Source: an optimization exercise on an open RTL-to-GDS flow (aim: small area, a short achievable clock period and few clock cycles per item). Production flows keep margins and buffers that such runs may drop.
Function was checked by simulation only, so behaviour that the tests miss may differ from the original.
The clock cells of runs 3 to 5 come from the design's own scripts or RTL, not from TritonCTS.
The clock input has no modelled driver; a real chip could not lean on it and would need a root buffer or a full tree.
Power is estimated from default activity; no workload was simulated.

==> flow/design.v <==
package desCtrlPkg;
   localparam int BlockW = 64;
   localparam int HalfW = 32;  
   localparam int KeyW = 64;  
   localparam int SubkeyW = 48;
   localparam int NumRounds = 16;
   localparam int RoundIdxW = 4;
   localparam int CdW = 56;  
   localparam int HalfCdW = 28;  
   typedef enum logic [2:0]
   {
      Idle,  
      Load,  
      Round,  
      Finish,  
      Done  
   } ctrlState;
endpackage
package desTablesPkg;
   localparam logic [447:0] ipTableV = {
      7'd58, 7'd50, 7'd42, 7'd34, 7'd26, 7'd18, 7'd10, 7'd2, 7'd60, 7'd52, 7'd44, 7'd36, 7'd28, 7'd20, 7'd12, 7'd4,
      7'd62, 7'd54, 7'd46, 7'd38, 7'd30, 7'd22, 7'd14, 7'd6, 7'd64, 7'd56, 7'd48, 7'd40, 7'd32, 7'd24, 7'd16, 7'd8,
      7'd57, 7'd49, 7'd41, 7'd33, 7'd25, 7'd17, 7'd9, 7'd1, 7'd59, 7'd51, 7'd43, 7'd35, 7'd27, 7'd19, 7'd11, 7'd3,
      7'd61, 7'd53, 7'd45, 7'd37, 7'd29, 7'd21, 7'd13, 7'd5, 7'd63, 7'd55, 7'd47, 7'd39, 7'd31, 7'd23, 7'd15, 7'd7};
   localparam logic [447:0] fpTableV = {
      7'd40, 7'd8, 7'd48, 7'd16, 7'd56, 7'd24, 7'd64, 7'd32, 7'd39, 7'd7, 7'd47, 7'd15, 7'd55, 7'd23, 7'd63, 7'd31,
      7'd38, 7'd6, 7'd46, 7'd14, 7'd54, 7'd22, 7'd62, 7'd30, 7'd37, 7'd5, 7'd45, 7'd13, 7'd53, 7'd21, 7'd61, 7'd29,
      7'd36, 7'd4, 7'd44, 7'd12, 7'd52, 7'd20, 7'd60, 7'd28, 7'd35, 7'd3, 7'd43, 7'd11, 7'd51, 7'd19, 7'd59, 7'd27,
      7'd34, 7'd2, 7'd42, 7'd10, 7'd50, 7'd18, 7'd58, 7'd26, 7'd33, 7'd1, 7'd41, 7'd9, 7'd49, 7'd17, 7'd57, 7'd25};
   localparam logic [335:0] eTableV = {
      7'd32, 7'd1, 7'd2, 7'd3, 7'd4, 7'd5, 7'd4, 7'd5, 7'd6, 7'd7, 7'd8, 7'd9, 7'd8, 7'd9, 7'd10, 7'd11,
      7'd12, 7'd13, 7'd12, 7'd13, 7'd14, 7'd15, 7'd16, 7'd17, 7'd16, 7'd17, 7'd18, 7'd19, 7'd20, 7'd21, 7'd20, 7'd21,
      7'd22, 7'd23, 7'd24, 7'd25, 7'd24, 7'd25, 7'd26, 7'd27, 7'd28, 7'd29, 7'd28, 7'd29, 7'd30, 7'd31, 7'd32, 7'd1};
   localparam logic [223:0] pTableV = {
      7'd16, 7'd7, 7'd20, 7'd21, 7'd29, 7'd12, 7'd28, 7'd17, 7'd1, 7'd15, 7'd23, 7'd26, 7'd5, 7'd18, 7'd31, 7'd10,
      7'd2, 7'd8, 7'd24, 7'd14, 7'd32, 7'd27, 7'd3, 7'd9, 7'd19, 7'd13, 7'd30, 7'd6, 7'd22, 7'd11, 7'd4, 7'd25};
   localparam logic [391:0] pc1TableV = {
      7'd57, 7'd49, 7'd41, 7'd33, 7'd25, 7'd17, 7'd9, 7'd1, 7'd58, 7'd50, 7'd42, 7'd34, 7'd26, 7'd18, 7'd10, 7'd2,
      7'd59, 7'd51, 7'd43, 7'd35, 7'd27, 7'd19, 7'd11, 7'd3, 7'd60, 7'd52, 7'd44, 7'd36, 7'd63, 7'd55, 7'd47, 7'd39,
      7'd31, 7'd23, 7'd15, 7'd7, 7'd62, 7'd54, 7'd46, 7'd38, 7'd30, 7'd22, 7'd14, 7'd6, 7'd61, 7'd53, 7'd45, 7'd37,
      7'd29, 7'd21, 7'd13, 7'd5, 7'd28, 7'd20, 7'd12, 7'd4};
   localparam logic [335:0] pc2TableV = {
      7'd14, 7'd17, 7'd11, 7'd24, 7'd1, 7'd5, 7'd3, 7'd28, 7'd15, 7'd6, 7'd21, 7'd10, 7'd23, 7'd19, 7'd12, 7'd4,
      7'd26, 7'd8, 7'd16, 7'd7, 7'd27, 7'd20, 7'd13, 7'd2, 7'd41, 7'd52, 7'd31, 7'd37, 7'd47, 7'd55, 7'd30, 7'd40,
      7'd51, 7'd45, 7'd33, 7'd48, 7'd44, 7'd49, 7'd39, 7'd56, 7'd34, 7'd53, 7'd46, 7'd42, 7'd50, 7'd36, 7'd29, 7'd32};
   localparam logic [111:0] shiftTableV = {
      7'd1, 7'd1, 7'd2, 7'd2, 7'd2, 7'd2, 7'd2, 7'd2, 7'd1, 7'd2, 7'd2, 7'd2, 7'd2, 7'd2, 7'd2, 7'd1};
   localparam logic [2047:0] sboxTableV = {
      4'd14, 4'd4, 4'd13, 4'd1, 4'd2, 4'd15, 4'd11, 4'd8, 4'd3, 4'd10, 4'd6, 4'd12, 4'd5, 4'd9, 4'd0, 4'd7,
      4'd0, 4'd15, 4'd7, 4'd4, 4'd14, 4'd2, 4'd13, 4'd1, 4'd10, 4'd6, 4'd12, 4'd11, 4'd9, 4'd5, 4'd3, 4'd8,
      4'd4, 4'd1, 4'd14, 4'd8, 4'd13, 4'd6, 4'd2, 4'd11, 4'd15, 4'd12, 4'd9, 4'd7, 4'd3, 4'd10, 4'd5, 4'd0,
      4'd15, 4'd12, 4'd8, 4'd2, 4'd4, 4'd9, 4'd1, 4'd7, 4'd5, 4'd11, 4'd3, 4'd14, 4'd10, 4'd0, 4'd6, 4'd13,
      4'd15, 4'd1, 4'd8, 4'd14, 4'd6, 4'd11, 4'd3, 4'd4, 4'd9, 4'd7, 4'd2, 4'd13, 4'd12, 4'd0, 4'd5, 4'd10,
      4'd3, 4'd13, 4'd4, 4'd7, 4'd15, 4'd2, 4'd8, 4'd14, 4'd12, 4'd0, 4'd1, 4'd10, 4'd6, 4'd9, 4'd11, 4'd5,
      4'd0, 4'd14, 4'd7, 4'd11, 4'd10, 4'd4, 4'd13, 4'd1, 4'd5, 4'd8, 4'd12, 4'd6, 4'd9, 4'd3, 4'd2, 4'd15,
      4'd13, 4'd8, 4'd10, 4'd1, 4'd3, 4'd15, 4'd4, 4'd2, 4'd11, 4'd6, 4'd7, 4'd12, 4'd0, 4'd5, 4'd14, 4'd9,
      4'd10, 4'd0, 4'd9, 4'd14, 4'd6, 4'd3, 4'd15, 4'd5, 4'd1, 4'd13, 4'd12, 4'd7, 4'd11, 4'd4, 4'd2, 4'd8,
      4'd13, 4'd7, 4'd0, 4'd9, 4'd3, 4'd4, 4'd6, 4'd10, 4'd2, 4'd8, 4'd5, 4'd14, 4'd12, 4'd11, 4'd15, 4'd1,
      4'd13, 4'd6, 4'd4, 4'd9, 4'd8, 4'd15, 4'd3, 4'd0, 4'd11, 4'd1, 4'd2, 4'd12, 4'd5, 4'd10, 4'd14, 4'd7,
      4'd1, 4'd10, 4'd13, 4'd0, 4'd6, 4'd9, 4'd8, 4'd7, 4'd4, 4'd15, 4'd14, 4'd3, 4'd11, 4'd5, 4'd2, 4'd12,
      4'd7, 4'd13, 4'd14, 4'd3, 4'd0, 4'd6, 4'd9, 4'd10, 4'd1, 4'd2, 4'd8, 4'd5, 4'd11, 4'd12, 4'd4, 4'd15,
      4'd13, 4'd8, 4'd11, 4'd5, 4'd6, 4'd15, 4'd0, 4'd3, 4'd4, 4'd7, 4'd2, 4'd12, 4'd1, 4'd10, 4'd14, 4'd9,
      4'd10, 4'd6, 4'd9, 4'd0, 4'd12, 4'd11, 4'd7, 4'd13, 4'd15, 4'd1, 4'd3, 4'd14, 4'd5, 4'd2, 4'd8, 4'd4,
      4'd3, 4'd15, 4'd0, 4'd6, 4'd10, 4'd1, 4'd13, 4'd8, 4'd9, 4'd4, 4'd5, 4'd11, 4'd12, 4'd7, 4'd2, 4'd14,
      4'd2, 4'd12, 4'd4, 4'd1, 4'd7, 4'd10, 4'd11, 4'd6, 4'd8, 4'd5, 4'd3, 4'd15, 4'd13, 4'd0, 4'd14, 4'd9,
      4'd14, 4'd11, 4'd2, 4'd12, 4'd4, 4'd7, 4'd13, 4'd1, 4'd5, 4'd0, 4'd15, 4'd10, 4'd3, 4'd9, 4'd8, 4'd6,
      4'd4, 4'd2, 4'd1, 4'd11, 4'd10, 4'd13, 4'd7, 4'd8, 4'd15, 4'd9, 4'd12, 4'd5, 4'd6, 4'd3, 4'd0, 4'd14,
      4'd11, 4'd8, 4'd12, 4'd7, 4'd1, 4'd14, 4'd2, 4'd13, 4'd6, 4'd15, 4'd0, 4'd9, 4'd10, 4'd4, 4'd5, 4'd3,
      4'd12, 4'd1, 4'd10, 4'd15, 4'd9, 4'd2, 4'd6, 4'd8, 4'd0, 4'd13, 4'd3, 4'd4, 4'd14, 4'd7, 4'd5, 4'd11,
      4'd10, 4'd15, 4'd4, 4'd2, 4'd7, 4'd12, 4'd9, 4'd5, 4'd6, 4'd1, 4'd13, 4'd14, 4'd0, 4'd11, 4'd3, 4'd8,
      4'd9, 4'd14, 4'd15, 4'd5, 4'd2, 4'd8, 4'd12, 4'd3, 4'd7, 4'd0, 4'd4, 4'd10, 4'd1, 4'd13, 4'd11, 4'd6,
      4'd4, 4'd3, 4'd2, 4'd12, 4'd9, 4'd5, 4'd15, 4'd10, 4'd11, 4'd14, 4'd1, 4'd7, 4'd6, 4'd0, 4'd8, 4'd13,
      4'd4, 4'd11, 4'd2, 4'd14, 4'd15, 4'd0, 4'd8, 4'd13, 4'd3, 4'd12, 4'd9, 4'd7, 4'd5, 4'd10, 4'd6, 4'd1,
      4'd13, 4'd0, 4'd11, 4'd7, 4'd4, 4'd9, 4'd1, 4'd10, 4'd14, 4'd3, 4'd5, 4'd12, 4'd2, 4'd15, 4'd8, 4'd6,
      4'd1, 4'd4, 4'd11, 4'd13, 4'd12, 4'd3, 4'd7, 4'd14, 4'd10, 4'd15, 4'd6, 4'd8, 4'd0, 4'd5, 4'd9, 4'd2,
      4'd6, 4'd11, 4'd13, 4'd8, 4'd1, 4'd4, 4'd10, 4'd7, 4'd9, 4'd5, 4'd0, 4'd15, 4'd14, 4'd2, 4'd3, 4'd12,
      4'd13, 4'd2, 4'd8, 4'd4, 4'd6, 4'd15, 4'd11, 4'd1, 4'd10, 4'd9, 4'd3, 4'd14, 4'd5, 4'd0, 4'd12, 4'd7,
      4'd1, 4'd15, 4'd13, 4'd8, 4'd10, 4'd3, 4'd7, 4'd4, 4'd12, 4'd5, 4'd6, 4'd11, 4'd0, 4'd14, 4'd9, 4'd2,
      4'd7, 4'd11, 4'd4, 4'd1, 4'd9, 4'd12, 4'd14, 4'd2, 4'd0, 4'd6, 4'd10, 4'd13, 4'd15, 4'd3, 4'd5, 4'd8,
      4'd2, 4'd1, 4'd14, 4'd7, 4'd4, 4'd10, 4'd8, 4'd13, 4'd15, 4'd12, 4'd9, 4'd0, 4'd3, 4'd5, 4'd6, 4'd11};
endpackage
module desSbox #(
   parameter int boxIdx = 0
) (
   input logic [5:0] sIn,
   output logic [3:0] sOut
);
   logic [3:0] s1;
   logic [3:0] s2;
   logic [3:0] s3;
   logic [3:0] s4;
   logic [3:0] s5;
   logic [3:0] s6;
   logic [3:0] s7;
   logic [3:0] s8;
   always_comb
   begin
      case (sIn)
         6'd0: s1 = 4'd14;
         6'd1: s1 = 4'd0;
         6'd2: s1 = 4'd4;
         6'd3: s1 = 4'd15;
         6'd4: s1 = 4'd13;
         6'd5: s1 = 4'd7;
         6'd6: s1 = 4'd1;
         6'd7: s1 = 4'd4;
         6'd8: s1 = 4'd2;
         6'd9: s1 = 4'd14;
         6'd10: s1 = 4'd15;
         6'd11: s1 = 4'd2;
         6'd12: s1 = 4'd11;
         6'd13: s1 = 4'd13;
         6'd14: s1 = 4'd8;
         6'd15: s1 = 4'd1;
         6'd16: s1 = 4'd3;
         6'd17: s1 = 4'd10;
         6'd18: s1 = 4'd10;
         6'd19: s1 = 4'd6;
         6'd20: s1 = 4'd6;
         6'd21: s1 = 4'd12;
         6'd22: s1 = 4'd12;
         6'd23: s1 = 4'd11;
         6'd24: s1 = 4'd5;
         6'd25: s1 = 4'd9;
         6'd26: s1 = 4'd9;
         6'd27: s1 = 4'd5;
         6'd28: s1 = 4'd0;
         6'd29: s1 = 4'd3;
         6'd30: s1 = 4'd7;
         6'd31: s1 = 4'd8;
         6'd32: s1 = 4'd4;
         6'd33: s1 = 4'd15;
         6'd34: s1 = 4'd1;
         6'd35: s1 = 4'd12;
         6'd36: s1 = 4'd14;
         6'd37: s1 = 4'd8;
         6'd38: s1 = 4'd8;
         6'd39: s1 = 4'd2;
         6'd40: s1 = 4'd13;
         6'd41: s1 = 4'd4;
         6'd42: s1 = 4'd6;
         6'd43: s1 = 4'd9;
         6'd44: s1 = 4'd2;
         6'd45: s1 = 4'd1;
         6'd46: s1 = 4'd11;
         6'd47: s1 = 4'd7;
         6'd48: s1 = 4'd15;
         6'd49: s1 = 4'd5;
         6'd50: s1 = 4'd12;
         6'd51: s1 = 4'd11;
         6'd52: s1 = 4'd9;
         6'd53: s1 = 4'd3;
         6'd54: s1 = 4'd7;
         6'd55: s1 = 4'd14;
         6'd56: s1 = 4'd3;
         6'd57: s1 = 4'd10;
         6'd58: s1 = 4'd10;
         6'd59: s1 = 4'd0;
         6'd60: s1 = 4'd5;
         6'd61: s1 = 4'd6;
         6'd62: s1 = 4'd0;
         6'd63: s1 = 4'd13;
         default: s1 = 4'd0;
      endcase
   end
   always_comb
   begin
      case (sIn)
         6'd0: s2 = 4'd15;
         6'd1: s2 = 4'd3;
         6'd2: s2 = 4'd1;
         6'd3: s2 = 4'd13;
         6'd4: s2 = 4'd8;
         6'd5: s2 = 4'd4;
         6'd6: s2 = 4'd14;
         6'd7: s2 = 4'd7;
         6'd8: s2 = 4'd6;
         6'd9: s2 = 4'd15;
         6'd10: s2 = 4'd11;
         6'd11: s2 = 4'd2;
         6'd12: s2 = 4'd3;
         6'd13: s2 = 4'd8;
         6'd14: s2 = 4'd4;
         6'd15: s2 = 4'd14;
         6'd16: s2 = 4'd9;
         6'd17: s2 = 4'd12;
         6'd18: s2 = 4'd7;
         6'd19: s2 = 4'd0;
         6'd20: s2 = 4'd2;
         6'd21: s2 = 4'd1;
         6'd22: s2 = 4'd13;
         6'd23: s2 = 4'd10;
         6'd24: s2 = 4'd12;
         6'd25: s2 = 4'd6;
         6'd26: s2 = 4'd0;
         6'd27: s2 = 4'd9;
         6'd28: s2 = 4'd5;
         6'd29: s2 = 4'd11;
         6'd30: s2 = 4'd10;
         6'd31: s2 = 4'd5;
         6'd32: s2 = 4'd0;
         6'd33: s2 = 4'd13;
         6'd34: s2 = 4'd14;
         6'd35: s2 = 4'd8;
         6'd36: s2 = 4'd7;
         6'd37: s2 = 4'd10;
         6'd38: s2 = 4'd11;
         6'd39: s2 = 4'd1;
         6'd40: s2 = 4'd10;
         6'd41: s2 = 4'd3;
         6'd42: s2 = 4'd4;
         6'd43: s2 = 4'd15;
         6'd44: s2 = 4'd13;
         6'd45: s2 = 4'd4;
         6'd46: s2 = 4'd1;
         6'd47: s2 = 4'd2;
         6'd48: s2 = 4'd5;
         6'd49: s2 = 4'd11;
         6'd50: s2 = 4'd8;
         6'd51: s2 = 4'd6;
         6'd52: s2 = 4'd12;
         6'd53: s2 = 4'd7;
         6'd54: s2 = 4'd6;
         6'd55: s2 = 4'd12;
         6'd56: s2 = 4'd9;
         6'd57: s2 = 4'd0;
         6'd58: s2 = 4'd3;
         6'd59: s2 = 4'd5;
         6'd60: s2 = 4'd2;
         6'd61: s2 = 4'd14;
         6'd62: s2 = 4'd15;
         6'd63: s2 = 4'd9;
         default: s2 = 4'd0;
      endcase
   end
   always_comb
   begin
      case (sIn)
         6'd0: s3 = 4'd10;
         6'd1: s3 = 4'd13;
         6'd2: s3 = 4'd0;
         6'd3: s3 = 4'd7;
         6'd4: s3 = 4'd9;
         6'd5: s3 = 4'd0;
         6'd6: s3 = 4'd14;
         6'd7: s3 = 4'd9;
         6'd8: s3 = 4'd6;
         6'd9: s3 = 4'd3;
         6'd10: s3 = 4'd3;
         6'd11: s3 = 4'd4;
         6'd12: s3 = 4'd15;
         6'd13: s3 = 4'd6;
         6'd14: s3 = 4'd5;
         6'd15: s3 = 4'd10;
         6'd16: s3 = 4'd1;
         6'd17: s3 = 4'd2;
         6'd18: s3 = 4'd13;
         6'd19: s3 = 4'd8;
         6'd20: s3 = 4'd12;
         6'd21: s3 = 4'd5;
         6'd22: s3 = 4'd7;
         6'd23: s3 = 4'd14;
         6'd24: s3 = 4'd11;
         6'd25: s3 = 4'd12;
         6'd26: s3 = 4'd4;
         6'd27: s3 = 4'd11;
         6'd28: s3 = 4'd2;
         6'd29: s3 = 4'd15;
         6'd30: s3 = 4'd8;
         6'd31: s3 = 4'd1;
         6'd32: s3 = 4'd13;
         6'd33: s3 = 4'd1;
         6'd34: s3 = 4'd6;
         6'd35: s3 = 4'd10;
         6'd36: s3 = 4'd4;
         6'd37: s3 = 4'd13;
         6'd38: s3 = 4'd9;
         6'd39: s3 = 4'd0;
         6'd40: s3 = 4'd8;
         6'd41: s3 = 4'd6;
         6'd42: s3 = 4'd15;
         6'd43: s3 = 4'd9;
         6'd44: s3 = 4'd3;
         6'd45: s3 = 4'd8;
         6'd46: s3 = 4'd0;
         6'd47: s3 = 4'd7;
         6'd48: s3 = 4'd11;
         6'd49: s3 = 4'd4;
         6'd50: s3 = 4'd1;
         6'd51: s3 = 4'd15;
         6'd52: s3 = 4'd2;
         6'd53: s3 = 4'd14;
         6'd54: s3 = 4'd12;
         6'd55: s3 = 4'd3;
         6'd56: s3 = 4'd5;
         6'd57: s3 = 4'd11;
         6'd58: s3 = 4'd10;
         6'd59: s3 = 4'd5;
         6'd60: s3 = 4'd14;
         6'd61: s3 = 4'd2;
         6'd62: s3 = 4'd7;
         6'd63: s3 = 4'd12;
         default: s3 = 4'd0;
      endcase
   end
   always_comb
   begin
      case (sIn)
         6'd0: s4 = 4'd7;
         6'd1: s4 = 4'd13;
         6'd2: s4 = 4'd13;
         6'd3: s4 = 4'd8;
         6'd4: s4 = 4'd14;
         6'd5: s4 = 4'd11;
         6'd6: s4 = 4'd3;
         6'd7: s4 = 4'd5;
         6'd8: s4 = 4'd0;
         6'd9: s4 = 4'd6;
         6'd10: s4 = 4'd6;
         6'd11: s4 = 4'd15;
         6'd12: s4 = 4'd9;
         6'd13: s4 = 4'd0;
         6'd14: s4 = 4'd10;
         6'd15: s4 = 4'd3;
         6'd16: s4 = 4'd1;
         6'd17: s4 = 4'd4;
         6'd18: s4 = 4'd2;
         6'd19: s4 = 4'd7;
         6'd20: s4 = 4'd8;
         6'd21: s4 = 4'd2;
         6'd22: s4 = 4'd5;
         6'd23: s4 = 4'd12;
         6'd24: s4 = 4'd11;
         6'd25: s4 = 4'd1;
         6'd26: s4 = 4'd12;
         6'd27: s4 = 4'd10;
         6'd28: s4 = 4'd4;
         6'd29: s4 = 4'd14;
         6'd30: s4 = 4'd15;
         6'd31: s4 = 4'd9;
         6'd32: s4 = 4'd10;
         6'd33: s4 = 4'd3;
         6'd34: s4 = 4'd6;
         6'd35: s4 = 4'd15;
         6'd36: s4 = 4'd9;
         6'd37: s4 = 4'd0;
         6'd38: s4 = 4'd0;
         6'd39: s4 = 4'd6;
         6'd40: s4 = 4'd12;
         6'd41: s4 = 4'd10;
         6'd42: s4 = 4'd11;
         6'd43: s4 = 4'd1;
         6'd44: s4 = 4'd7;
         6'd45: s4 = 4'd13;
         6'd46: s4 = 4'd13;
         6'd47: s4 = 4'd8;
         6'd48: s4 = 4'd15;
         6'd49: s4 = 4'd9;
         6'd50: s4 = 4'd1;
         6'd51: s4 = 4'd4;
         6'd52: s4 = 4'd3;
         6'd53: s4 = 4'd5;
         6'd54: s4 = 4'd14;
         6'd55: s4 = 4'd11;
         6'd56: s4 = 4'd5;
         6'd57: s4 = 4'd12;
         6'd58: s4 = 4'd2;
         6'd59: s4 = 4'd7;
         6'd60: s4 = 4'd8;
         6'd61: s4 = 4'd2;
         6'd62: s4 = 4'd4;
         6'd63: s4 = 4'd14;
         default: s4 = 4'd0;
      endcase
   end
   always_comb
   begin
      case (sIn)
         6'd0: s5 = 4'd2;
         6'd1: s5 = 4'd14;
         6'd2: s5 = 4'd12;
         6'd3: s5 = 4'd11;
         6'd4: s5 = 4'd4;
         6'd5: s5 = 4'd2;
         6'd6: s5 = 4'd1;
         6'd7: s5 = 4'd12;
         6'd8: s5 = 4'd7;
         6'd9: s5 = 4'd4;
         6'd10: s5 = 4'd10;
         6'd11: s5 = 4'd7;
         6'd12: s5 = 4'd11;
         6'd13: s5 = 4'd13;
         6'd14: s5 = 4'd6;
         6'd15: s5 = 4'd1;
         6'd16: s5 = 4'd8;
         6'd17: s5 = 4'd5;
         6'd18: s5 = 4'd5;
         6'd19: s5 = 4'd0;
         6'd20: s5 = 4'd3;
         6'd21: s5 = 4'd15;
         6'd22: s5 = 4'd15;
         6'd23: s5 = 4'd10;
         6'd24: s5 = 4'd13;
         6'd25: s5 = 4'd3;
         6'd26: s5 = 4'd0;
         6'd27: s5 = 4'd9;
         6'd28: s5 = 4'd14;
         6'd29: s5 = 4'd8;
         6'd30: s5 = 4'd9;
         6'd31: s5 = 4'd6;
         6'd32: s5 = 4'd4;
         6'd33: s5 = 4'd11;
         6'd34: s5 = 4'd2;
         6'd35: s5 = 4'd8;
         6'd36: s5 = 4'd1;
         6'd37: s5 = 4'd12;
         6'd38: s5 = 4'd11;
         6'd39: s5 = 4'd7;
         6'd40: s5 = 4'd10;
         6'd41: s5 = 4'd1;
         6'd42: s5 = 4'd13;
         6'd43: s5 = 4'd14;
         6'd44: s5 = 4'd7;
         6'd45: s5 = 4'd2;
         6'd46: s5 = 4'd8;
         6'd47: s5 = 4'd13;
         6'd48: s5 = 4'd15;
         6'd49: s5 = 4'd6;
         6'd50: s5 = 4'd9;
         6'd51: s5 = 4'd15;
         6'd52: s5 = 4'd12;
         6'd53: s5 = 4'd0;
         6'd54: s5 = 4'd5;
         6'd55: s5 = 4'd9;
         6'd56: s5 = 4'd6;
         6'd57: s5 = 4'd10;
         6'd58: s5 = 4'd3;
         6'd59: s5 = 4'd4;
         6'd60: s5 = 4'd0;
         6'd61: s5 = 4'd5;
         6'd62: s5 = 4'd14;
         6'd63: s5 = 4'd3;
         default: s5 = 4'd0;
      endcase
   end
   always_comb
   begin
      case (sIn)
         6'd0: s6 = 4'd12;
         6'd1: s6 = 4'd10;
         6'd2: s6 = 4'd1;
         6'd3: s6 = 4'd15;
         6'd4: s6 = 4'd10;
         6'd5: s6 = 4'd4;
         6'd6: s6 = 4'd15;
         6'd7: s6 = 4'd2;
         6'd8: s6 = 4'd9;
         6'd9: s6 = 4'd7;
         6'd10: s6 = 4'd2;
         6'd11: s6 = 4'd12;
         6'd12: s6 = 4'd6;
         6'd13: s6 = 4'd9;
         6'd14: s6 = 4'd8;
         6'd15: s6 = 4'd5;
         6'd16: s6 = 4'd0;
         6'd17: s6 = 4'd6;
         6'd18: s6 = 4'd13;
         6'd19: s6 = 4'd1;
         6'd20: s6 = 4'd3;
         6'd21: s6 = 4'd13;
         6'd22: s6 = 4'd4;
         6'd23: s6 = 4'd14;
         6'd24: s6 = 4'd14;
         6'd25: s6 = 4'd0;
         6'd26: s6 = 4'd7;
         6'd27: s6 = 4'd11;
         6'd28: s6 = 4'd5;
         6'd29: s6 = 4'd3;
         6'd30: s6 = 4'd11;
         6'd31: s6 = 4'd8;
         6'd32: s6 = 4'd9;
         6'd33: s6 = 4'd4;
         6'd34: s6 = 4'd14;
         6'd35: s6 = 4'd3;
         6'd36: s6 = 4'd15;
         6'd37: s6 = 4'd2;
         6'd38: s6 = 4'd5;
         6'd39: s6 = 4'd12;
         6'd40: s6 = 4'd2;
         6'd41: s6 = 4'd9;
         6'd42: s6 = 4'd8;
         6'd43: s6 = 4'd5;
         6'd44: s6 = 4'd12;
         6'd45: s6 = 4'd15;
         6'd46: s6 = 4'd3;
         6'd47: s6 = 4'd10;
         6'd48: s6 = 4'd7;
         6'd49: s6 = 4'd11;
         6'd50: s6 = 4'd0;
         6'd51: s6 = 4'd14;
         6'd52: s6 = 4'd4;
         6'd53: s6 = 4'd1;
         6'd54: s6 = 4'd10;
         6'd55: s6 = 4'd7;
         6'd56: s6 = 4'd1;
         6'd57: s6 = 4'd6;
         6'd58: s6 = 4'd13;
         6'd59: s6 = 4'd0;
         6'd60: s6 = 4'd11;
         6'd61: s6 = 4'd8;
         6'd62: s6 = 4'd6;
         6'd63: s6 = 4'd13;
         default: s6 = 4'd0;
      endcase
   end
   always_comb
   begin
      case (sIn)
         6'd0: s7 = 4'd4;
         6'd1: s7 = 4'd13;
         6'd2: s7 = 4'd11;
         6'd3: s7 = 4'd0;
         6'd4: s7 = 4'd2;
         6'd5: s7 = 4'd11;
         6'd6: s7 = 4'd14;
         6'd7: s7 = 4'd7;
         6'd8: s7 = 4'd15;
         6'd9: s7 = 4'd4;
         6'd10: s7 = 4'd0;
         6'd11: s7 = 4'd9;
         6'd12: s7 = 4'd8;
         6'd13: s7 = 4'd1;
         6'd14: s7 = 4'd13;
         6'd15: s7 = 4'd10;
         6'd16: s7 = 4'd3;
         6'd17: s7 = 4'd14;
         6'd18: s7 = 4'd12;
         6'd19: s7 = 4'd3;
         6'd20: s7 = 4'd9;
         6'd21: s7 = 4'd5;
         6'd22: s7 = 4'd7;
         6'd23: s7 = 4'd12;
         6'd24: s7 = 4'd5;
         6'd25: s7 = 4'd2;
         6'd26: s7 = 4'd10;
         6'd27: s7 = 4'd15;
         6'd28: s7 = 4'd6;
         6'd29: s7 = 4'd8;
         6'd30: s7 = 4'd1;
         6'd31: s7 = 4'd6;
         6'd32: s7 = 4'd1;
         6'd33: s7 = 4'd6;
         6'd34: s7 = 4'd4;
         6'd35: s7 = 4'd11;
         6'd36: s7 = 4'd11;
         6'd37: s7 = 4'd13;
         6'd38: s7 = 4'd13;
         6'd39: s7 = 4'd8;
         6'd40: s7 = 4'd12;
         6'd41: s7 = 4'd1;
         6'd42: s7 = 4'd3;
         6'd43: s7 = 4'd4;
         6'd44: s7 = 4'd7;
         6'd45: s7 = 4'd10;
         6'd46: s7 = 4'd14;
         6'd47: s7 = 4'd7;
         6'd48: s7 = 4'd10;
         6'd49: s7 = 4'd9;
         6'd50: s7 = 4'd15;
         6'd51: s7 = 4'd5;
         6'd52: s7 = 4'd6;
         6'd53: s7 = 4'd0;
         6'd54: s7 = 4'd8;
         6'd55: s7 = 4'd15;
         6'd56: s7 = 4'd0;
         6'd57: s7 = 4'd14;
         6'd58: s7 = 4'd5;
         6'd59: s7 = 4'd2;
         6'd60: s7 = 4'd9;
         6'd61: s7 = 4'd3;
         6'd62: s7 = 4'd2;
         6'd63: s7 = 4'd12;
         default: s7 = 4'd0;
      endcase
   end
   always_comb
   begin
      case (sIn)
         6'd0: s8 = 4'd13;
         6'd1: s8 = 4'd1;
         6'd2: s8 = 4'd2;
         6'd3: s8 = 4'd15;
         6'd4: s8 = 4'd8;
         6'd5: s8 = 4'd13;
         6'd6: s8 = 4'd4;
         6'd7: s8 = 4'd8;
         6'd8: s8 = 4'd6;
         6'd9: s8 = 4'd10;
         6'd10: s8 = 4'd15;
         6'd11: s8 = 4'd3;
         6'd12: s8 = 4'd11;
         6'd13: s8 = 4'd7;
         6'd14: s8 = 4'd1;
         6'd15: s8 = 4'd4;
         6'd16: s8 = 4'd10;
         6'd17: s8 = 4'd12;
         6'd18: s8 = 4'd9;
         6'd19: s8 = 4'd5;
         6'd20: s8 = 4'd3;
         6'd21: s8 = 4'd6;
         6'd22: s8 = 4'd14;
         6'd23: s8 = 4'd11;
         6'd24: s8 = 4'd5;
         6'd25: s8 = 4'd0;
         6'd26: s8 = 4'd0;
         6'd27: s8 = 4'd14;
         6'd28: s8 = 4'd12;
         6'd29: s8 = 4'd9;
         6'd30: s8 = 4'd7;
         6'd31: s8 = 4'd2;
         6'd32: s8 = 4'd7;
         6'd33: s8 = 4'd2;
         6'd34: s8 = 4'd11;
         6'd35: s8 = 4'd1;
         6'd36: s8 = 4'd4;
         6'd37: s8 = 4'd14;
         6'd38: s8 = 4'd1;
         6'd39: s8 = 4'd7;
         6'd40: s8 = 4'd9;
         6'd41: s8 = 4'd4;
         6'd42: s8 = 4'd12;
         6'd43: s8 = 4'd10;
         6'd44: s8 = 4'd14;
         6'd45: s8 = 4'd8;
         6'd46: s8 = 4'd2;
         6'd47: s8 = 4'd13;
         6'd48: s8 = 4'd0;
         6'd49: s8 = 4'd15;
         6'd50: s8 = 4'd6;
         6'd51: s8 = 4'd12;
         6'd52: s8 = 4'd10;
         6'd53: s8 = 4'd9;
         6'd54: s8 = 4'd13;
         6'd55: s8 = 4'd0;
         6'd56: s8 = 4'd15;
         6'd57: s8 = 4'd3;
         6'd58: s8 = 4'd3;
         6'd59: s8 = 4'd5;
         6'd60: s8 = 4'd5;
         6'd61: s8 = 4'd6;
         6'd62: s8 = 4'd8;
         6'd63: s8 = 4'd11;
         default: s8 = 4'd0;
      endcase
   end
   always_comb
   begin
      case (boxIdx)
         0: sOut = s1;
         1: sOut = s2;
         2: sOut = s3;
         3: sOut = s4;
         4: sOut = s5;
         5: sOut = s6;
         6: sOut = s7;
         7: sOut = s8;
         default: sOut = 4'd0;
      endcase
   end
endmodule
module desRoundFunction (
   input logic [desCtrlPkg::HalfW-1:0] rightHalf,
   input logic [desCtrlPkg::SubkeyW-1:0] subkey,
   output logic [desCtrlPkg::HalfW-1:0] fOut
);
   localparam int HalfW = desCtrlPkg::HalfW;
   localparam int SubkeyW = desCtrlPkg::SubkeyW;
   localparam logic [335:0] eTableV = desTablesPkg::eTableV;
   localparam logic [223:0] pTableV = desTablesPkg::pTableV;
   localparam int NumBoxes = 8;
   logic [SubkeyW-1:0] expanded;
   logic [SubkeyW-1:0] mixed;
   logic [HalfW-1:0] sCat;
   always_comb
   begin
      for (int i = 0; i < SubkeyW; i++)
      begin
         expanded[SubkeyW-1-i] = rightHalf[HalfW - eTableV[7*(47 - (i)) +: 7]];
      end
   end
   assign mixed = expanded ^ subkey;  
   for (genvar k = 0; k < NumBoxes; k++)
   begin : gBox
      desSbox #(
         .boxIdx(k)
      ) uSbox (
         .sIn(mixed[SubkeyW-1-6*k -: 6]),
         .sOut(sCat[HalfW-1-4*k -: 4])
      );
   end
   always_comb
   begin
      for (int i = 0; i < HalfW; i++)
      begin
         fOut[HalfW-1-i] = sCat[HalfW - pTableV[7*(31 - (i)) +: 7]];
      end
   end
endmodule
module desKeySchedule (
   input logic clk,
   input logic load,
   input logic shiftOne,
   input logic decrypt,
   input logic [desCtrlPkg::KeyW-1:0] key,
   output logic [desCtrlPkg::SubkeyW-1:0] subkey
);
   localparam int KeyW = desCtrlPkg::KeyW;
   localparam int SubkeyW = desCtrlPkg::SubkeyW;
   localparam int CdW = desCtrlPkg::CdW;
   localparam int HalfCdW = desCtrlPkg::HalfCdW;
   localparam logic [391:0] pc1TableV = desTablesPkg::pc1TableV;
   localparam logic [335:0] pc2TableV = desTablesPkg::pc2TableV;
   logic [CdW-1:0] pc1Out;
   logic [HalfCdW-1:0] c0, d0;
   logic [HalfCdW-1:0] cReg, dReg;
   logic [CdW-1:0] cdCur;
   logic decryptQ;
   always_comb
   begin
      for (int i = 0; i < CdW; i++)
      begin
         pc1Out[CdW-1-i] = key[KeyW - pc1TableV[7*(55 - (i)) +: 7]];
      end
   end
   assign c0 = pc1Out[CdW-1:HalfCdW];
   assign d0 = pc1Out[HalfCdW-1:0];
   logic selLoadDec, selLoadEnc, selL1, selL2, selR1, selR2;
   assign selLoadDec = load & decrypt;
   assign selLoadEnc = load & ~decrypt;
   assign selL1 = ~load & ~decryptQ & shiftOne;
   assign selL2 = ~load & ~decryptQ & ~shiftOne;
   assign selR1 = ~load & decryptQ & shiftOne;
   assign selR2 = ~load & decryptQ & ~shiftOne;
   function automatic logic [HalfCdW-1:0] nextHalf(input logic [HalfCdW-1:0] x,
      input logic [HalfCdW-1:0] y);
      nextHalf = ({HalfCdW{selLoadDec}} & y)
         | ({HalfCdW{selLoadEnc}} & {y[HalfCdW-2:0], y[HalfCdW-1]})
         | ({HalfCdW{selL1}} & {x[HalfCdW-2:0], x[HalfCdW-1]})
         | ({HalfCdW{selL2}} & {x[HalfCdW-3:0], x[HalfCdW-1:HalfCdW-2]})
         | ({HalfCdW{selR1}} & {x[0], x[HalfCdW-1:1]})
         | ({HalfCdW{selR2}} & {x[1:0], x[HalfCdW-1:2]});
   endfunction
   always_ff @(posedge clk)
   begin
      if (load)
         decryptQ <= decrypt;  
   end
   always_ff @(posedge clk)
   begin
      cReg <= nextHalf(cReg, c0);
      dReg <= nextHalf(dReg, d0);
   end
   assign cdCur = {cReg, dReg};
   always_comb
   begin
      for (int i = 0; i < SubkeyW; i++)
      begin
         subkey[SubkeyW-1-i] = cdCur[CdW - pc2TableV[7*(47 - (i)) +: 7]];
      end
   end
endmodule
module desDataPath (
   input logic clk,
   input logic load,
   input logic step,
   input logic hold,
   input logic [desCtrlPkg::BlockW-1:0] block,
   input logic [desCtrlPkg::HalfW-1:0] fOut,
   output logic [desCtrlPkg::HalfW-1:0] rightHalf,
   output logic [desCtrlPkg::BlockW-1:0] result
);
   localparam int BlockW = desCtrlPkg::BlockW;
   localparam int HalfW = desCtrlPkg::HalfW;
   localparam logic [447:0] ipTableV = desTablesPkg::ipTableV;
   localparam logic [447:0] fpTableV = desTablesPkg::fpTableV;
   logic [BlockW-1:0] ipOut;
   logic [BlockW-1:0] fpIn;
   logic [HalfW-1:0] lReg, rReg;
   always_comb
   begin
      for (int i = 0; i < BlockW; i++)
      begin
         ipOut[BlockW-1-i] = block[BlockW - ipTableV[7*(63 - (i)) +: 7]];
      end
   end
   always_ff @(posedge clk)
   begin
      lReg <= ({HalfW{load}} & ipOut[BlockW-1:HalfW])
         | ({HalfW{step}} & rReg)
         | ({HalfW{hold}} & lReg);
      rReg <= ({HalfW{load}} & ipOut[HalfW-1:0])
         | ({HalfW{step}} & (lReg ^ fOut))  
         | ({HalfW{hold}} & rReg);
   end
   assign fpIn = {rReg, lReg};  
   always_comb
   begin
      for (int i = 0; i < BlockW; i++)
      begin
         result[BlockW-1-i] = fpIn[BlockW - fpTableV[7*(63 - (i)) +: 7]];
      end
   end
   assign rightHalf = rReg;
endmodule
module desControl (
   input logic clk,
   input logic rstN,
   input logic req,
   output logic ack,
   output logic load,
   output logic step,
   output logic hold,
   output logic shiftOne
);
   logic idleQ;
   logic runQ;
   logic doneQ;
   logic [3:0] roundCnt;
   always_ff @(posedge clk)
   begin
      if (!rstN)
      begin
         idleQ <= 1'b1;
         runQ <= 1'b0;
         doneQ <= 1'b0;
      end
      else
      begin
         if (idleQ && req)
         begin
            idleQ <= 1'b0;
            runQ <= 1'b1;
         end
         if (runQ && roundCnt == 4'd15)
         begin
            runQ <= 1'b0;
            doneQ <= 1'b1;
         end
         if (doneQ && !req)
         begin
            doneQ <= 1'b0;  
            idleQ <= 1'b1;
         end
      end
   end
   always_ff @(posedge clk)
   begin
      if (!runQ)
         roundCnt <= '0;
      else
         roundCnt <= roundCnt + 1'b1;
   end
   assign load = idleQ;
   assign step = runQ;
   assign hold = doneQ;
   assign shiftOne = (roundCnt == 4'd0) || (roundCnt == 4'd7) || (roundCnt == 4'd14);
   assign ack = doneQ;
endmodule
module desCore (
   input logic clk,
   input logic rstN,
   input logic req,
   output logic ack,
   input logic decrypt,
   input logic [desCtrlPkg::BlockW-1:0] block,
   input logic [desCtrlPkg::KeyW-1:0] key,
   output logic [desCtrlPkg::BlockW-1:0] result
);
   localparam int HalfW = desCtrlPkg::HalfW;
   localparam int SubkeyW = desCtrlPkg::SubkeyW;
   logic load;
   logic step;
   logic hold;
   logic shiftOne;
   logic [SubkeyW-1:0] subkey;
   logic [HalfW-1:0] rightHalf;
   logic [HalfW-1:0] fOut;
   desControl uControl (
      .clk(clk),
      .rstN(rstN),
      .req(req),
      .ack(ack),
      .load(load),
      .step(step),
      .hold(hold),
      .shiftOne(shiftOne)
   );
   desKeySchedule uKeySchedule (
      .clk(clk),
      .load(load),
      .shiftOne(shiftOne),
      .decrypt(decrypt),
      .key(key),
      .subkey(subkey)
   );
   desRoundFunction uRoundFunction (
      .rightHalf(rightHalf),
      .subkey(subkey),
      .fOut(fOut)
   );
   desDataPath uDataPath (
      .clk(clk),
      .load(load),
      .step(step),
      .hold(hold),
      .block(block),
      .fOut(fOut),
      .rightHalf(rightHalf),
      .result(result)
   );
endmodule
==> flow/flow/run.sh <==
#!/bin/bash
# ORFS layout through the standard.sh, with these changes:
#  - synthesis runs flow/synth.tcl (the standard flow's script with the ABC script of
#    flow/logic.abc, no adder extraction, no quick abc pass);
#  - plain buffers on the ports instead of the default delay-cell buffers;
#  - the make variables in flow/make_args (repair targets);
#  - a two-level balanced clock tree (flow/tree_cts.tcl, run as the PRE_CTS hook) in
#    place of TritonCTS's H-tree.
# Each tool's output goes to a log file in this folder.
set -euo pipefail
here=$(pwd)
export MY_ABC_SCRIPT=$here/flow/logic.abc
export PRE_CTS_TCL=$here/flow/tree_cts.tcl
export BUFFER_PORTS_ARGS="-buffer_cell sky130_fd_sc_hd__buf_2"
sed "s#SYNTH_SCRIPT=[^ ]*#SYNTH_SCRIPT=$here/flow/synth.tcl#" standard.sh > my_standard.sh
bash my_standard.sh $(cat flow/make_args) finish > standard.log 2>&1
==> flow/flow/logic.abc <==
strash
dc2
dch -f
amap
topo
stime -c
==> flow/flow/make_args <==
SETUP_SLACK_MARGIN=7.2
==> flow/flow/synth.tcl <==
# The standard flow's synthesis (synth_recipe.tcl) with three changes: Yosys's quick
# abc pass inside synth is skipped, half/full adders are not extracted (so
# the final ABC run sees all the logic), and ABC runs the script named in
# MY_ABC_SCRIPT instead of ORFS's area script.
proc synth {args} { yosys synth -nofsm -noshare -noabc {*}$args }
proc extract_fa {args} { }
proc abc {args} {
  set i [lsearch -exact $args -script]
  if {$i >= 0} { lset args [expr {$i + 1}] $::env(MY_ABC_SCRIPT) }
  yosys abc {*}$args
}
source $::env(SCRIPTS_DIR)/synth.tcl
# left out here: clear keep_hierarchy, flatten, clean up, hide names made inside functions, write 1_2_yosys.v
==> flow/flow/tree_cts.tcl <==
set block [ord::get_db_block]
set db [ord::get_db]
set master [$db findMaster sky130_fd_sc_hd__clkbuf_16]
set clk_net [$block findNet clk]
set sinks {}
foreach it [$clk_net getITerms] {
  set bb [[$it getInst] getBBox]
  lappend sinks [list $it [expr {([$bb xMin] + [$bb xMax]) / 2}] [expr {([$bb yMin] + [$bb yMax]) / 2}]]
}
puts "tree_cts: [llength $sinks] clock sinks"

proc bisect {items depth axis} {
  if {$depth == 0} { return [list $items] }
  set sorted [lsort -integer -index $axis $items]
  set h [expr {[llength $sorted] / 2}]
  set next [expr {$axis == 1 ? 2 : 1}]
  return [concat [bisect [lrange $sorted 0 [expr {$h - 1}]] [expr {$depth - 1}] $next] \
                 [bisect [lrange $sorted $h end] [expr {$depth - 1}] $next]]
}

proc centre {pts} {
  set sx 0; set sy 0
  foreach p $pts { incr sx [lindex $p 1]; incr sy [lindex $p 2] }
  return [list [expr {$sx / [llength $pts]}] [expr {$sy / [llength $pts]}]]
}

proc add_buf {name in_net x y} {
  global block master
  set net [odb::dbNet_create $block ${name}_net]
  $net setSigType CLOCK
  set buf [odb::dbInst_create $block $master $name]
  [$buf findITerm A] connect $in_net
  [$buf findITerm X] connect $net
  $buf setLocation $x $y
  $buf setPlacementStatus PLACED
  return $net
}

set leaves [bisect $sinks 3 1]
for {set r 0} {$r < 4} {incr r} {
  set ga [lindex $leaves [expr {2 * $r}]]
  set gb [lindex $leaves [expr {2 * $r + 1}]]
  lassign [centre [concat $ga $gb]] rx ry
  set root_net [add_buf clkbuf_root_$r $clk_net $rx $ry]
  foreach g [list $ga $gb] k {0 1} {
    lassign [centre $g] lx ly
    set leaf_net [add_buf clkbuf_leaf_${r}_$k $root_net $lx $ly]
    foreach s $g {
      set it [lindex $s 0]
      $it disconnect
      $it connect $leaf_net
    }
    puts "tree_cts: leaf ${r}_$k drives [llength $g] sinks"
  }
}
$clk_net setSigType CLOCK
global_connect
rename clock_tree_synthesis ""
proc clock_tree_synthesis {args} {
  puts "tree_cts: clock_tree_synthesis skipped (tree built in the PRE_CTS hook)"
  set_propagated_clock [all_clocks]
}
==> flow/standard.sh <==
#!/bin/bash
# synth_recipe.tcl (not shown) runs the flow's synth.tcl, then flattens the netlist and writes it again
# the make line also repeats each setting of config.mk as NAME=value (left out here)
make -C /OpenROAD-flow-scripts/flow DESIGN_CONFIG=/design/flow/config.mk WORK_HOME=/design/flow/orfs CLKGATE_MAP_FILE= SYNTH_SCRIPT=/design/flow/synth_recipe.tcl "${@:-finish}"
==> flow/config.mk <==
export PLATFORM = sky130hd
export DESIGN_NAME = desCore
export DESIGN_NICKNAME = desCore
export VERILOG_FILES = /design/flow/design.v
export SDC_FILE = /design/flow/constraint.sdc
export NUM_CORES = 4
export LEC_CHECK = 0
export ABC_AREA = 1
export CAP_MARGIN = 20
export CORE_MARGIN = 2
export CORE_UTILIZATION = 60
export SLEW_MARGIN = 20
==> flow/constraint.sdc <==
create_clock -name core_clock -period 10.0 [get_ports {clk}]
set_input_delay 2.0000 -clock core_clock [delete_from_list [all_inputs] [get_ports {clk}]]
set_output_delay 2.0000 -clock core_clock [all_outputs]
set_load 0.01 [all_outputs]
==> results_dict.tcl, run 1 <==
set metrics [dict create \
    place.gp.congestion 0.979 \
    synth_edf_count 1 \
    netlist_instances 1388 \
    die_y_um 128 \
    yosysTopAreaCellShare 0.277 \
    failed_stage "clock tree synthesis" \
    synth_cell_type_count 37 \
    yosysSeqAreaShare 0.281 \
    synth_area_leaders "dfxtp_1 (28%), nor2_1 (12%), o22ai_1 (11%), clkinv_1 (11%), o221ai_1 (9.5%)" \
    status "aborted with a tool error" \
    boundaryPins 197 \
    syn-num-nets 1520 \
    syn_avg_cell_area_um2 6.60 \
    netlist_area_um2 9170 \
    ys_seq_elements 128 \
    ys_warn_count 12 \
    die_x_um 128 \
    portBuffers 188 \
    placed_cells 1777 \
    ys_async_sr_fraction 0 \
    synth_ff_type "dfxtp_1" \
    error "Error: cts.tcl, 6 can't read \"block\": no such variable" \
    dp_slack_ns 6.53 \
    start_util 0.607 \
    dp_hpwl_um 23800 \
    synth.largest_area_cell "dfxtp_1" \
    fp-row-count 45 \
]
-- cell families after synthesis --
group,share of synthesized area
DFF,0.281
AOI/OAI and AO/OA,0.419
xor gates and xnor gates,0.000956
buffers and inverters,0.112
and+or+nand+nor,0.187
-- worst max-delay path by stage --
stage / to / slack (ns) / cells past startpoint
after floorplan: uKeySchedule.cReg[4] / 6.97 / 4
after global placement: uDataPath.rReg[18] / 6.53 / 10
after detailed placement: uKeySchedule.dReg[15] / 6.53 / 4
-- power groups by stage --
| stage | sequential (mW) | clock [mW] | combinational (mW) |
|---|---|---|---|
| global placement | 0.663 | 0 | 1.21 |
| detailed placement | 0.665 | 0 | 1.22 |
| floorplan | 0.668 | 0 | 0.860 |
-- synthesized netlist by cell type, drive strengths merged, types with 8 or more instances --
library cell    n
nor2          286
clkinv        274
o22ai         167
dfxtp         127
o221ai         99
o21ai          93
nand2          74
nor3           45
a21oi          36
o211ai         35
a22oi          26
a31oi          22
o32ai          15
a211oi         14
o32a           14
nand3          10
or3             8
-- stage by stage --
| stage | cell area (um2) | util |
|---|---|---|
| after detailed placement | 10500 | 0.695 |
| after global placement | 10500 | 0.695 |
| after floorplan | 9210 | - |
Testbench counts, summed over its fixed seeds: cycles 7,680, items 384.
==> run 2: changes to the inputs <==
==> flow/flow/make_args (replaced) <==
SETUP_SLACK_MARGIN=7
==> results_dict.tcl, run 2 <==
set metrics [dict create \
    synth.largest_area_cell "dfxtp_1" \
    ys_async_sr_fraction 0 \
    die_x_um 128 \
    place_area_um2 10500 \
    yosysTopAreaCellShare 0.277 \
    die_y_um 128 \
    netlist_area_um2 9170 \
    boundaryPins 197 \
    place.gp.congestion 0.977 \
    ys_seq_elements 128 \
    ys_warn_count 12 \
    syn-num-nets 1520 \
    syn_avg_cell_area_um2 6.60 \
    start_util 0.607 \
    netlist_instances 1388 \
    fp-row-count 45 \
    synth.most_common_cell "nor2_1" \
    portBuffers 188 \
    error "Error: cts.tcl, 6 can't read \"block\": no such variable" \
    synth_ff_type "dfxtp_1" \
    synth_cell_type_count 37 \
    dp_hpwl_um 23500 \
    failed_stage "clock tree synthesis" \
    synth_edf_count 1 \
    synthTopCellsByCount "nor2_1 (286), clkinv_1 (274), o22ai_1 (167)" \
    status "aborted with a tool error" \
    synth_area_leaders "dfxtp_1 (28%), nor2_1 (12%), o22ai_1 (11%), clkinv_1 (11%), o221ai_1 (9.5%)" \
    yosysSeqAreaShare 0.281 \
]
==> run 2: cell counts after synthesis <==
No cell type changed its count.
==> run 2: power groups by stage <==
| stage | sequential, mW | combinational (mW) | clock, mW |
|---|---|---|---|
| after floorplan | 0.668 | 0.860 | 0 |
| after global placement | 0.665 | 1.20 | 0 |
| after detailed placement | 0.667 | 1.21 | 0 |
==> run 2: stage by stage <==
step                      setup WS (ns)  cells
after global placement             6.53   1778
after floorplan                    6.97   1388
after detailed placement           6.49   1778
==> run 2: kinds of logic after synthesis <==
family,Yosys count,synth area share
flops,128,0.281
buf+inv,274,0.112
compound gates,556,0.419
simple gates,429,0.187
xor+xnor,1,0.000956
==> run 2: worst min path at each step <==
stage,slack [ns],depth (start not counted),to,start
2_1_floorplan,0.41,1,uControl.roundCnt[0],uControl.roundCnt[0]
3_3_place_gp,0.42,1,uControl.roundCnt[0],uControl.roundCnt[0]
3_5_place_dp,0.43,1,uControl.roundCnt[0],uControl.roundCnt[0]
==> run 3: changes to the inputs <==
--- a/flow/flow/tree_cts.tcl
+++ b/flow/flow/tree_cts.tcl
@@ -24,8 +24,7 @@
   return [list [expr {$sx / [llength $pts]}] [expr {$sy / [llength $pts]}]]
 }
 
-proc add_buf {name in_net x y} {
-  global block master
+proc add_buf {block master name in_net x y} {
   set net [odb::dbNet_create $block ${name}_net]
   $net setSigType CLOCK
   set buf [odb::dbInst_create $block $master $name]
@@ -41,10 +40,10 @@
   set ga [lindex $leaves [expr {2 * $r}]]
   set gb [lindex $leaves [expr {2 * $r + 1}]]
   lassign [centre [concat $ga $gb]] rx ry
-  set root_net [add_buf clkbuf_root_$r $clk_net $rx $ry]
+  set root_net [add_buf $block $master clkbuf_root_$r $clk_net $rx $ry]
   foreach g [list $ga $gb] k {0 1} {
     lassign [centre $g] lx ly
-    set leaf_net [add_buf clkbuf_leaf_${r}_$k $root_net $lx $ly]
+    set leaf_net [add_buf $block $master clkbuf_leaf_${r}_$k $root_net $lx $ly]
     foreach s $g {
       set it [lindex $s 0]
       $it disconnect
==> results_dict.tcl, run 3 <==
set metrics [dict create \
    top_usage_layer "met2" \
    design_area_um2 11600 \
    yosysSeqAreaShare 0.281 \
    path_buf_inv 2 \
    met2_usage 0.614 \
    required_ns 10.12 \
    fp-row-count 45 \
    final_net_count 1765 \
    reg.largest.list "uDataPath.lReg x32, uDataPath.rReg x32" \
    period_share 0.304 \
    final_cell_mix "nor2_1 (272), clkinv_1 (236), buf_2 (187)" \
    die_x_um 128 \
    cp_max_fo 9 \
    portBuffers 188 \
    relSlewSlack 0.381 \
    netlist_instances 1388 \
    status "complete, no violations" \
    worstMarginPinSlew_ns 0.928 \
    hp-class "register to register" \
    start_util 0.607 \
    cp-start-kind "register" \
    n_antenna_cell 0 \
    slowest_delay_ns 0.74 \
    crit_family "compound AO/OA/AOI/OAI gates" \
    final_common_cell "nor2_1" \
    use_met1 0.562 \
    seqCellArea_um2 2580 \
    criticalPathCategory "register to register" \
    drtAntennaViolNets 0 \
    worstSkewPairLatency_ns 0.28 \
    syn_to_final_growth_pct 26.3 \
    place_area_um2 10500 \
    vias_per_cell 6.85 \
    leakagePower_nw 4.28 \
    path_clk_slew_ns 0.07 \
    netlist_area_um2 9170 \
    path_common_cell "o22ai_1" \
    grt_pass1_vias 10400 \
    timing.hold.ws_ns 0.440 \
    synth_ff_type "dfxtp_1" \
    multi_input_area_um2 6140 \
    power.total_mw 2.48 \
    cp_data_arrival_time_ns 3.17 \
    dp_hpwl_um 23500 \
    coreArea_um2 15100 \
    firstDrtPassIters 8 \
    synth_edf_count 1 \
    ys_warn_count 12 \
    synth_area_leaders "dfxtp_1 (28%), nor2_1 (12%), o22ai_1 (11%), clkinv_1 (11%), o221ai_1 (9.5%)" \
    nFillCells 1181 \
    slew_viol_final 0 \
    utilization 0.767 \
    boundaryPins 197 \
    fin_cells 1819 \
    fin_ws_ns 6.96 \
    synth.most_common_cell "nor2_1" \
    syn_avg_cell_area_um2 6.60 \
    die_y_um 128 \
    grt.overflow.total 0 \
    period_needed_ns 3.04 \
    grt_usage 0.397 \
    global_route.usage.met3 0.0586 \
    place.gp.congestion 0.977 \
    dp_slack_ns 6.49 \
    vias 12500 \
    synthTopCellsByCount "nor2_1 (286), clkinv_1 (274), o22ai_1 (167)" \
    syn-num-nets 1520 \
    synth.largest_area_cell "dfxtp_1" \
    drt_iter0_drc 1917 \
    finalWirelength_um 35500 \
    grt_start_max_net_pins 57 \
    rsz0062_at_grt "true" \
    cts_hold_buf 0 \
    cap_violations 0 \
    dieArea_um2 16300 \
    placed_cells 1778 \
    drive_above_1_share 0.216 \
    post_drt_wl_per_cell_um 19.5 \
    route.detailed.drc 0 \
    grt_pass1_wl_um 53300 \
    cp_cell_sequence "clkinvlp_4 -> o22ai_1 -> clkinv_1 -> or3_1 -> a31oi_1 -> o22ai_1 -> o211ai_1 -> o221ai_1" \
    max-vdd-ir-drop_uv 148 \
    ys_async_sr_fraction 0 \
    clock_skew_ns 0.0100 \
    ys_seq_elements 128 \
    end_kind "register" \
    antenna_found_initial 0 \
    synth_cell_type_count 37 \
    hold_viol 0 \
    max_freq_ghz 0.329 \
    setup_viol_count_final 0 \
    cellPowerDensity_nw_per_um2 214 \
    setup_tns_ns 0 \
    cp_slowest_cell "o22ai_1" \
    yosysTopAreaCellShare 0.277 \
]
run 3: per-layer routing:
layer | vias to the layer above | part of all wire
li1 | 5692 | -
met1 | 5587 | 0.39
met2 | 1010 | 0.44
met3 | 167 | 0.13
met4 | 0 | 0.042
met5 | - | 0
run 3: cell families after synthesis:
| family | Yosys count | share of synthesized area |
|---|---|---|
| XOR/XNOR | 1 | 0.000956 |
| flip-flops | 128 | 0.281 |
| AND/OR/NAND/NOR | 429 | 0.187 |
| buffers and inverters | 274 | 0.112 |
| AO/OA/AOI/OAI | 556 | 0.419 |
run 3: worst reg2reg max path, cell delays in order (launching register included):
cell	delay, ns
dfxtp_2	0.44
clkinvlp_4	0.21
o22ai_1	0.74
clkinv_1	0.35
or3_1	0.41
a31oi_1	0.24
o22ai_1	0.16
o211ai_1	0.21
o221ai_1	0.13
run 3: repair_timing:
| action | CTS | global route |
|---|---|---|
| setup endpoints to repair | 87 | 44 |
| cloned | 3 | 1 |
| gates resized for setup | 39 | 99 |
| pin swaps | 0 | 8 |
| buffers inserted | 0 | 25 |
run 3: where the power goes:
| part | internal (mW) | leakage [nW] | switching, mW |
|---|---|---|---|
| Sequential | 0.589 | 1.08 | 0.0958 |
| Combinational | 0.509 | 3.05 | 0.904 |
| Clock | 0.213 | 0.148 | 0.171 |
run 3: final timing paths:
kind                        startpoint              endpoint  slack [ns]  cells past startpoint
setup / recovery    uDataPath.rReg[16]    uDataPath.rReg[24]        6.96                      8
hold / removal    uControl.roundCnt[0]  uControl.roundCnt[0]        0.44                      1
hold reg to reg   uControl.roundCnt[0]  uControl.roundCnt[0]        0.44                      1
setup reg to reg    uDataPath.rReg[16]    uDataPath.rReg[24]        6.96                      8
run 3: area by class of cell:
cell class,instances,area share
plain buffers,12,0.0259
flip-flops and latches,128,0.223
well taps,188,0.0203
repair buffers,227,0.107
multi-input cells,990,0.531
inverters,274,0.0933
==> run 4: changes to the inputs <==
==> flow/flow/make_args (replaced) <==
SETUP_SLACK_MARGIN=7.2
==> results_dict.tcl, run 4 <==
set metrics [dict create \
    status "complete, no violations" \
    yosysSeqAreaShare 0.281 \
    period_needed_ns 2.98 \
    final_cell_mix "nor2_1 (260), clkinv_1 (215), buf_2 (184)" \
    grt.overflow.total 0 \
    path_clk_slew_ns 0.08 \
    max_freq_ghz 0.335 \
    firstDrtPassIters 6 \
    leakagePower_nw 4.65 \
    syn_to_final_growth_pct 35.3 \
    end_kind "register" \
    synthTopCellsByCount "nor2_1 (286), clkinv_1 (274), o22ai_1 (167)" \
    syn_avg_cell_area_um2 6.60 \
    max-vdd-ir-drop_uv 190 \
    drive_above_1_share 0.299 \
    met3_length_um 5880 \
    cts_hold_buf 0 \
    synth.most_common_cell "nor2_1" \
    place.gp.congestion 0.979 \
    coreArea_um2 15100 \
    final_net_count 1819 \
    ys_async_sr_fraction 0 \
    setup_tns_ns 0 \
    rsz0062_at_grt "true" \
    yosysTopAreaCellShare 0.277 \
    fp-row-count 45 \
    cap_violations 0 \
    timing.hold.ws_ns 0.447 \
    hold_viol 0 \
    placed_cells 1777 \
    synth.largest_area_cell "dfxtp_1" \
    grt_usage 0.419 \
    top_layer "met4" \
    clock_skew_ns 0.00865 \
    vias_per_cell 7.03 \
    cellPowerDensity_nw_per_um2 215 \
    worstMarginPinSlew_ns 0.973 \
    setup_viol_count_final 0 \
    dr_wl_met2_um 17100 \
    grt_pass1_wl_um 55900 \
    worstSkewPairLatency_ns 0.27 \
    synth_edf_count 1 \
    portBuffers 188 \
    reg.largest.list "uDataPath.lReg x32, uDataPath.rReg x32" \
    r2r_cells 8 \
    netlist_area_um2 9170 \
    antenna_found_initial 0 \
    design_area_um2 12400 \
    die_y_um 128 \
    synth_cell_type_count 37 \
    synth_area_leaders "dfxtp_1 (28%), nor2_1 (12%), o22ai_1 (11%), clkinv_1 (11%), o221ai_1 (9.5%)" \
    route.detailed.drc 0 \
    synth_ff_type "dfxtp_1" \
    drtAntennaViolNets 0 \
    finalWirelength_um 39200 \
    cp_max_fo 8 \
    hp-class "register to register" \
    netlist_instances 1388 \
    final_common_cell "nor2_1" \
    die_x_um 128 \
    post_drt_wl_per_cell_um 20.9 \
    criticalPathCategory "register to register" \
    fin_cells 1873 \
    slew_viol_final 0 \
    ys_seq_elements 128 \
    dp_hpwl_um 23800 \
    ys_warn_count 12 \
    wl_met1_um 13900 \
    required_ns 10.13 \
    vias 13200 \
    n_antenna_cell 0 \
    place_area_um2 10500 \
    period_share 0.298 \
    dieArea_um2 16300 \
    grt_start_max_net_pins 57 \
    start_util 0.607 \
    cp_data_arrival_time_ns 3.11 \
    grt_pass1_vias 11100 \
    relSlewSlack 0.351 \
    cp-start-kind "register" \
    min_path_cells 1 \
    syn-num-nets 1520 \
    boundaryPins 197 \
    drt_iter0_drc 1632 \
]
[run 4: cell counts after synthesis]
Identical to the previous run, type by type.
[run 4: cell families after synthesis]
group / count (synthesis) / synth area share
AOI/OAI and AO/OA: 556 / 0.419
buffers and inverters: 274 / 0.112
and+or+nand+nor: 429 / 0.187
DFF: 128 / 0.281
xor gates and xnor gates: 1 / 0.000956
[run 4: timing repair]
action | CTS | global route
pin swaps | 6 | 25
cloned | 4 | 1
setup endpoints to repair | 118 | 98
gates resized for setup | 146 | 141
hold endpoints to repair | 0 | 0
buffers inserted | 8 | 71
[run 4: through the flow]
step | power, mW | worst slack (ns) | util
after detailed placement | 1.88 | 6.53 | 0.695
after global routing | 2.79 | 6.94 | 0.822
after global placement | 1.87 | 6.53 | 0.695
final | 2.66 | 7.02 | 0.822
after CTS | 2.38 | 7.15 | 0.758
after floorplan | 1.53 | 6.97 | -
[run 4: path summary, 6_finish.rpt]
path	from	end	slack, ns
min	uControl.roundCnt[0]	uControl.roundCnt[0]	0.45
max reg2reg	uKeySchedule.dReg[6]	uDataPath.rReg[27]	7.02
min reg2reg	uControl.roundCnt[0]	uControl.roundCnt[0]	0.45
max	uKeySchedule.dReg[6]	uDataPath.rReg[27]	7.02
[run 4: layer usage]
metal	vias up	track usage
li1	5793	-
met1	5891	0.562
met2	1228	0.664
met3	260	0.0750
met4	0	0.177
met5	-	0
[run 4: area by class of cell]
type | count | area [um2]
plain buffers | 12 | 300
fillers | 987 | 2690
inverters | 274 | 1110
multi-input cells | 991 | 6340
flip-flops and latches | 128 | 2720
well taps | 188 | 235
repair buffers | 280 | 1690
[run 4: power breakdown]
group	switching, mW	internal [mW]	total, mW	leakage [nW]
combinational	1.00	0.591	1.59	3.41
sequential	0.0875	0.599	0.686	1.09
clock	0.174	0.213	0.387	0.148
total	1.26	1.40	2.66	4.65
[run 4: critical path: stages (launching register included)]
cell        delay [ns]
dfxtp_1           0.52
clkinvlp_4        0.29
o22ai_4           0.32
clkinv_1          0.27
o32ai_1           0.50
nor2_1            0.11
o32a_1            0.47
o211ai_1          0.23
o221ai_1          0.14
==> run 5: changes to the inputs <==
--- a/flow/design.v
+++ b/flow/design.v
@@ -793,14 +793,16 @@
          ipOut[BlockW-1-i] = block[BlockW - ipTableV[7*(63 - (i)) +: 7]];
       end
    end
+   logic [HalfW-1:0] rBase;
+   assign rBase = ({HalfW{load}} & ipOut[HalfW-1:0])
+      | ({HalfW{step}} & lReg)
+      | ({HalfW{hold}} & rReg);
    always_ff @(posedge clk)
    begin
       lReg <= ({HalfW{load}} & ipOut[BlockW-1:HalfW])
          | ({HalfW{step}} & rReg)
          | ({HalfW{hold}} & lReg);
-      rReg <= ({HalfW{load}} & ipOut[HalfW-1:0])
-         | ({HalfW{step}} & (lReg ^ fOut))  
-         | ({HalfW{hold}} & rReg);
+      rReg <= rBase ^ ({HalfW{step}} & fOut);  
    end
    assign fpIn = {rReg, lReg};  
    always_comb
==> flow/flow/make_args (replaced) <==
SETUP_SLACK_MARGIN=7
==> results_dict.tcl, run 5 <==
set metrics [dict create \
    netlist_instances 1358 \
    synth.most_common_cell "nor2_1" \
    r2r_cells 11 \
    global_route.usage.met3 0.0431 \
    nFillCells 1119 \
    fp-row-count 44 \
    drtAntennaViolNets 0 \
    synth.largest_area_cell "dfxtp_1" \
    crit_family "flip-flops" \
    route.detailed.drc 0 \
    syn-num-nets 1490 \
    finalWirelength_um 34000 \
    fin_ws_ns 6.95 \
    relSlewSlack 0.317 \
    drt_iter0_drc 2242 \
    crit-reg2reg-launch "uDataPath.rReg[0]" \
    setup_viol_count_final 0 \
    cap_violations 0 \
    reg.largest.list "uDataPath.lReg x32, uDataPath.rReg x32" \
    required_ns 8.00 \
    use_met1 0.499 \
    synthTopCellsByCount "nor2_1 (296), clkinv_1 (223), o22ai_1 (141)" \
    cp_data_arrival_time_ns 1.05 \
    yosysSeqAreaShare 0.284 \
    rrSetupSlack_ns 7.12 \
    drive_above_1_share 0.181 \
    slew_viol_final 0 \
    start_util 0.620 \
    netlist_area_um2 9070 \
    cellPowerDensity_nw_per_um2 236 \
    dieArea_um2 16100 \
    grt_usage 0.364 \
    ys_async_sr_fraction 0 \
    synth_area_leaders "dfxtp_1 (28%), nor2_1 (12%), o22ai_1 (9.7%), clkinv_1 (9.2%), o21ai_0 (7.1%)" \
    path_buf_inv 1 \
    syn_avg_cell_area_um2 6.68 \
    status "complete, no violations" \
    syn_to_final_growth_pct 23.1 \
    dp_hpwl_um 21900 \
    max_freq_ghz 0.328 \
    cp-start-kind "register" \
    cp_max_fo 5 \
    portBuffers 188 \
    synth_ff_type "dfxtp_1" \
    period_share 0.305 \
    cp_cell_sequence "buf_2" \
    grt_start_max_net_pins 76 \
    met2_usage 0.608 \
    synth_cell_type_count 37 \
    end_kind "output port" \
    ys_warn_count 12 \
    crit_start "uDataPath.rReg[16]" \
    final_cell_mix "nor2_1 (288), clkinv_1 (215), buf_2 (188)" \
    setup_tns_ns 0 \
    r2r_end "uDataPath.rReg[27]" \
    die_x_um 127 \
    place.gp.congestion 1.01 \
    ys_seq_elements 128 \
    top_usage_layer "met2" \
    yosysTopAreaCellShare 0.280 \
    antenna_found_initial 0 \
    worstMarginPinSlew_ns 1.01 \
    path_clk_slew_ns 0.08 \
    boundaryPins 197 \
    grt_pass1_vias 10300 \
    leakagePower_nw 4.27 \
    vias_per_cell 6.93 \
    seqCellArea_um2 2580 \
    dp_slack_ns 6.52 \
    coreArea_um2 14600 \
    grt.overflow.total 0 \
]
## run 5: worst min path at each step
stage                              start              endpoint  slack (ns)  cells past startpoint
global route        uControl.roundCnt[0]  uControl.roundCnt[0]        0.49                      1
finish              uControl.roundCnt[0]  uControl.roundCnt[0]        0.45                      1
global placement    uControl.roundCnt[0]  uControl.roundCnt[0]        0.42                      1
detailed placement  uControl.roundCnt[0]  uControl.roundCnt[0]        0.43                      1
CTS                 uControl.roundCnt[0]  uControl.roundCnt[0]        0.45                      1
floorplan           uControl.roundCnt[0]  uControl.roundCnt[0]        0.41                      1
## run 5: worst register-to-register path, stage by stage (launching register included)
cell	delay [ns]
dfxtp_1	0.52
clkinv_1	0.29
o22ai_4	0.32
clkinv_1	0.20
nor2_1	0.19
nor2_1	0.11
o21ai_0	0.23
a21oi_1	0.10
o21ai_0	0.21
nor2_1	0.08
a311oi_2	0.40
xnor2_1	0.16
## run 5: area by class of cell
cell class,instances,area share
plain buffers,12,0.0269
repair buffers,214,0.107
flip-flops and latches,128,0.232
inverters,223,0.0753
well taps,184,0.0206
multi-input cells,1012,0.539
## run 5: report_power, final
group,internal (mW),switching [mW]
clock,0.213,0.172
combinational,0.545,0.992
sequential,0.605,0.113
total,1.36,1.28
## run 5: per-stage QoR
stage / power, mW / instances / hold WS, ns / utilization / instance area (um2)
final: 2.64 / 1773 / 0.447 / 0.762 / 11200
after global routing: 2.82 / 1773 / 0.489 / 0.762 / 11200
after CTS: 2.51 / 1759 / 0.449 / 0.739 / 10800
after detailed placement: 2.11 / 1745 / 0.432 / 0.710 / 10400
after floorplan: 1.72 / 1358 / 0.407 / - / 9100
after global placement: 2.10 / 1745 / 0.422 / 0.710 / 10400
## run 5: timing repair
action	4_1_cts	5_1_grt
cloned	2	5
endpoints found under the setup margin	45	54
pin swaps	0	5
setup buffers	0	9
gates resized for setup	26	52
hold buffers	0	0
## run 5: cell families after synthesis
family                 synth area share
flip-flops                        0.284
XOR/XNOR                        0.00483
buffers and inverters            0.0923
AND/OR/NAND/NOR                   0.198
AO/OA/AOI/OAI                     0.421
## run 5: layer usage
layer | share of wire | routed length (um)
met5 | 0 | 0
met3 | 0.15 | 4940
met2 | 0.44 | 15000
met1 | 0.37 | 12500
met4 | 0.047 | 1610
Testbench counts of run 5, summed over its fixed seeds: cycles 7,680, items 384.

Check on run 5: ideal ports give 6.949 ns setup slack; a clkbuf_16 on the clock port and buf_2 on the inputs give 6.854 ns; moving port delays by the midpoint clock arrival (0.363 ns) as well gives 6.669 ns.
